This design comes from an exercise in tuning for small area, a short achievable clock period and few clock cycles on the open sky130 flow, not from production work.
At most, simulation tests tie the RTL to the original design; equivalence was not proved.

==> module bmcs_setup, before the edit <==
module bmcs_setup (
   input  logic                    clock,
   input  logic                    reset,
   input  logic                    req_tvalid,
   output logic                    req_tready,
   input  logic [REQ_DATA_W-1:0]   req_tdata,
   input  logic                    take,
   output logic                    full,
   output logic [64:0]             o_uu,
   output logic signed [65:0]      o_g,
   output logic signed [ACC_W-1:0] o_c1,
   output logic signed [68:0]      o_c2,
   output logic [32:0]             o_dpx,
   output logic [32:0]             o_dpy,
   output logic [32:0]             o_spx,
   output logic [32:0]             o_spy,
   output logic [36:0]             o_nqx,
   output logic [36:0]             o_nqy,
   output logic                    o_z0
);
   logic        busy;
   logic [3:0]  cnt;
   logic signed [32:0] a0x, a0y, a2x, a2y;
   logic signed [36:0] aqx, aqy;
   logic [32:0] op;
   logic [64:0] r1;
   logic signed [65:0] r2;
   logic signed [ACC_W-1:0] r3, acc;
   logic        z0;
   assign req_tready = !busy && !full;
   wire accept = req_tvalid && req_tready;
   wire yc = cnt[0];
   logic signed [37:0] da, db, dsum;
   logic dsub;
   always_comb begin
      dsub = 1'b1;
      unique case (cnt[3:1])
         3'd0: begin da = yc ? a2y : a2x; db = yc ? a0y : a0x; end
         3'd1: begin da = yc ? a2y : a2x; db = yc ? aqy : aqx; end
         3'd2: begin da = yc ? a0y : a0x; db = yc ? aqy : aqx; end
         3'd3: begin da = yc ? a0y : a0x; db = yc ? a2y : a2x; dsub = 1'b0; end
         3'd4: begin da = (yc ? a0y : a0x) <<< 1; db = yc ? a2y : a2x; end
         default: begin da = (yc ? aqy : aqx) <<< 4; db = (yc ? a2y : a2x) <<< 2; end
      endcase
      dsum = dsub ? da - db : da + db;
   end
   wire sq_en = (cnt >= 4'd1) && (cnt <= 4'd6);
   logic [63:0] sqs_n, sqc_n;
   logic [ACC_W-1:0] sqs, sqc, sum, ps, pc;
   bmcs_sqtree u_sq (
      .x ((op[31:0] ^ {32{op[32]}}) & {32{sq_en}}),
      .e (op[32] & sq_en),
      .s (sqs_n),
      .c (sqc_n)
   );
   always_comb begin
      unique case (cnt)
         4'd8:    begin ps = (ACC_W'(r2) << 1) | ACC_W'(1); pc = ~r3; end
         4'd9:    begin ps = (r3 << 4) | ACC_W'(1);         pc = ~(ACC_W'(r1) << 2); end
         4'd10:   begin ps = ACC_W'(r2) << 2;               pc = ACC_W'(r2) << 1; end
         default: begin ps = ACC_W'(sqs_n);                 pc = ACC_W'(sqc_n); end
      endcase
   end
   assign sum = sqs + sqc + acc;
   wire clr = (cnt <= 4'd1) || (cnt == 4'd3) || ((cnt >= 4'd7) && (cnt <= 4'd10));
   always_ff @(posedge clock) begin
      if (reset) begin
         busy <= 1'b0;
         full <= 1'b0;
         cnt  <= '0;
      end else begin
         if (accept) begin
            busy <= 1'b1;
            cnt  <= '0;
         end else if (busy) begin
            cnt <= cnt + 4'd1;
            if (cnt == 4'd11) begin
               busy <= 1'b0;
               full <= 1'b1;
            end
         end
         if (take) full <= 1'b0;
      end
   end
   always_ff @(posedge clock) begin
      if (accept) begin
         a0x <= {req_tdata[0*32+31], req_tdata[0*32 +: 32]};
         a0y <= {req_tdata[1*32+31], req_tdata[1*32 +: 32]};
         a2x <= {req_tdata[2*32+31], req_tdata[2*32 +: 32]};
         a2y <= {req_tdata[3*32+31], req_tdata[3*32 +: 32]};
         aqx <= {{5{req_tdata[4*32+31]}}, req_tdata[4*32 +: 32]};
         aqy <= {{5{req_tdata[5*32+31]}}, req_tdata[5*32 +: 32]};
      end else if (busy) begin
         unique case (cnt)
            4'd6:  a2x <= dsum[32:0];
            4'd7:  a2y <= dsum[32:0];
            4'd8:  a0x <= dsum[32:0];
            4'd9:  a0y <= dsum[32:0];
            4'd10: aqx <= dsum[36:0];
            4'd11: aqy <= dsum[36:0];
            default: ;
         endcase
      end
      sqs <= ps;
      sqc <= pc;
      if (busy) begin
         op  <= dsum[32:0];
         acc <= sum & {ACC_W{!clr}};
         if (cnt == 4'd1) z0 <= (a0x == aqx[32:0]) && (a0y == aqy[32:0]);
         unique case (cnt)
            4'd3:         r1 <= sum[64:0];
            4'd5, 4'd9:   r2 <= sum[65:0];
            4'd7, 4'd10:  r3 <= sum;
            default: ;
         endcase
      end
   end
   assign o_uu  = r1;
   assign o_g   = r2;
   assign o_c1  = r3;
   assign o_c2  = acc[68:0];
   assign o_dpx = a0x;
   assign o_dpy = a0y;
   assign o_spx = a2x;
   assign o_spy = a2y;
   assign o_nqx = aqx;
   assign o_nqy = aqy;
   assign o_z0  = z0;
endmodule
==> module bmcs_dstep2, before the edit <==
module bmcs_dstep2 (
   input  logic [33:0] r,
   input  logic        b1,
   input  logic        b2,
   input  logic [33:0] d,
   input  logic [33:0] d3,
   output logic [33:0] r2,
   output logic [1:0]  q
);
   wire         sg = r[33];
   wire [33:0]  c  = {r[31:0], b1, b2};
   wire [30:0]  dd = d[33:3] ^ {31{!sg}};
   wire [33:0]  r1 = {r[32:2] + dd + 31'(!sg), r[1:0], b1};
   wire [33:0]  c3 = {c[33:3] + (d3[33:3] ^ {31{!sg}}) + 31'(!sg), c[2:0]};
   wire [33:0]  c1 = {c[33:3] + dd + 31'(!sg), c[2:0]};
   assign r2 = (r1[33] == sg) ? c3 : c1;
   assign q  = {!r1[33], !r2[33]};
endmodule
export LEC_CHECK = 0
export CAP_MARGIN = 40
export CORE_MARGIN = 2
export CORE_UTILIZATION = 60
export CTS_BUF_LIST = sky130_fd_sc_hd__clkbuf_8
export SLEW_MARGIN = 40
export SETUP_SLACK_MARGIN = 9.75
create_clock -name core_clock -period 15.0 [get_ports {clock}]
standard.sh (not shown) runs the stock make flow with config.mk's settings and CLKGATE_MAP_FILE= SYNTH_SCRIPT=/design/flow/synth_recipe.tcl, a recipe that flattens the netlist after the stock synthesis.
==> flow/flow/run.sh <==
#!/bin/bash
# Standard layout with a tighter setup target for timing repair.
set -e
echo "export SETUP_SLACK_MARGIN = 9.75" >> config.mk
bash standard.sh > standard.log 2>&1
Testbench counts at the start, summed over its fixed seeds: cycles 5,648.
Change:
--- a/flow/design.v
+++ b/flow/design.v
@@ -34,7 +34,7 @@
    logic [64:0] r1;
    logic signed [65:0] r2;
    logic signed [ACC_W-1:0] r3, acc;
-   logic        z0;
+   logic        z0, xa, x1;
    assign req_tready = !busy && !full;
    wire accept = req_tvalid && req_tready;
    wire yc = cnt[0];
@@ -54,7 +54,7 @@
    end
    wire sq_en = (cnt >= 4'd1) && (cnt <= 4'd6);
    logic [63:0] sqs_n, sqc_n;
-   logic [ACC_W-1:0] sqs, sqc, sum, ps, pc;
+   logic [ACC_W-1:0] sqs, sqc, xv, sum, ps, pc;
    bmcs_sqtree u_sq (
       .x ((op[31:0] ^ {32{op[32]}}) & {32{sq_en}}),
       .e (op[32] & sq_en),
@@ -63,14 +63,14 @@
    );
    always_comb begin
       unique case (cnt)
-         4'd8:    begin ps = (ACC_W'(r2) << 1) | ACC_W'(1); pc = ~r3; end
-         4'd9:    begin ps = (r3 << 4) | ACC_W'(1);         pc = ~(ACC_W'(r1) << 2); end
-         4'd10:   begin ps = ACC_W'(r2) << 2;               pc = ACC_W'(r2) << 1; end
-         default: begin ps = ACC_W'(sqs_n);                 pc = ACC_W'(sqc_n); end
+         4'd8:    begin ps = ACC_W'(r2) << 1; pc = ~acc; end
+         4'd9:    begin ps = r3 << 4;         pc = ~(ACC_W'(r1) << 2); end
+         4'd10:   begin ps = acc << 2;        pc = acc << 1; end
+         default: begin ps = ACC_W'(sqs_n);   pc = ACC_W'(sqc_n); end
       endcase
    end
-   assign sum = sqs + sqc + acc;
-   wire clr = (cnt <= 4'd1) || (cnt == 4'd3) || ((cnt >= 4'd7) && (cnt <= 4'd10));
+   assign xv  = (acc & {ACC_W{xa}}) | ACC_W'(x1);
+   assign sum = sqs + sqc + xv;
    always_ff @(posedge clock) begin
       if (reset) begin
          busy <= 1'b0;
@@ -111,14 +111,21 @@
       end
       sqs <= ps;
       sqc <= pc;
+      if (accept) begin
+         xa <= 1'b0;
+         x1 <= 1'b0;
+      end else if (busy) begin
+         xa <= (cnt == 4'd2) || (cnt == 4'd4) || (cnt == 4'd5) || (cnt == 4'd6);
+         x1 <= (cnt == 4'd8) || (cnt == 4'd9);
+      end
       if (busy) begin
          op  <= dsum[32:0];
-         acc <= sum & {ACC_W{!clr}};
+         acc <= sum;
          if (cnt == 4'd1) z0 <= (a0x == aqx[32:0]) && (a0y == aqy[32:0]);
          unique case (cnt)
-            4'd3:         r1 <= sum[64:0];
-            4'd5, 4'd9:   r2 <= sum[65:0];
-            4'd7, 4'd10:  r3 <= sum;
+            4'd4:         r1 <= acc[64:0];
+            4'd6, 4'd10:  r2 <= acc[65:0];
+            4'd8, 4'd11:  r3 <= acc;
             default: ;
          endcase
       end
@@ -1434,10 +1441,10 @@
 );
    wire         sg = r[33];
    wire [33:0]  c  = {r[31:0], b1, b2};
-   wire [30:0]  dd = d[33:3] ^ {31{!sg}};
-   wire [33:0]  r1 = {r[32:2] + dd + 31'(!sg), r[1:0], b1};
-   wire [33:0]  c3 = {c[33:3] + (d3[33:3] ^ {31{!sg}}) + 31'(!sg), c[2:0]};
-   wire [33:0]  c1 = {c[33:3] + dd + 31'(!sg), c[2:0]};
+   wire [33:0]  dd = d ^ {34{!sg}};
+   wire [33:0]  r1 = {r[32:0], b1} + dd + 34'(!sg);
+   wire [33:0]  c3 = c + (d3 ^ {34{!sg}}) + 34'(!sg);
+   wire [33:0]  c1 = c + dd + 34'(!sg);
    assign r2 = (r1[33] == sg) ? c3 : c1;
    assign q  = {!r1[33], !r2[33]};
 endmodule
After rerunning: The changed run completed with no timing, DRC or antenna violations; maximum frequency drops by 1.9%; clock skew is lower by 28 ps; register-to-register slack gets worse by 110 ps; setup slack is worse by 110 ps; wire length shrinks by 1.7%; via count hardly moves; die area is about the same; global-route usage falls by 1.1 points; final cell count hardly moves.
The RTL of the second run of this note was laid out without a check of its function.

==> static timing again, ports no longer ideal <==
How much do the figures lean on ideal ports? The routed layouts below were timed once more, with nothing changed but the port constraints.
Step 1 (the two cells are an assumption about what drives the block):
set clk [get_ports {clock}]
set_driving_cell -lib_cell sky130_fd_sc_hd__clkbuf_16 $clk
set_driving_cell -lib_cell sky130_fd_sc_hd__buf_2 [delete_from_list [all_inputs] $clk]
Step 2, shift: input delay + t, output delay - t, t = (earliest + latest rising clock arrival at the registers) / 2. This alone moves slack from input paths to output paths.
a / b / c = ideal / step 1 / step 2; a / b = the first two.
| run | t (ns) | setup slack, ns | clock arrival spread, ns | worst register clock-pin slew, ns |
|---|---|---|---|---|
| the first run | 1.221 | 9.403 / 9.403 / 9.212 | 0.150 / 0.150 | 0.09 / 0.09 |
| the second run | 1.224 | 9.293 / 9.293 / 9.035 | 0.098 / 0.099 | 0.07 / 0.07 |
After both steps every run listed still meets setup and hold. The setup slack of the second run, which loses most, moves by 0.000 ns with the drivers and by -0.258 ns with both steps.
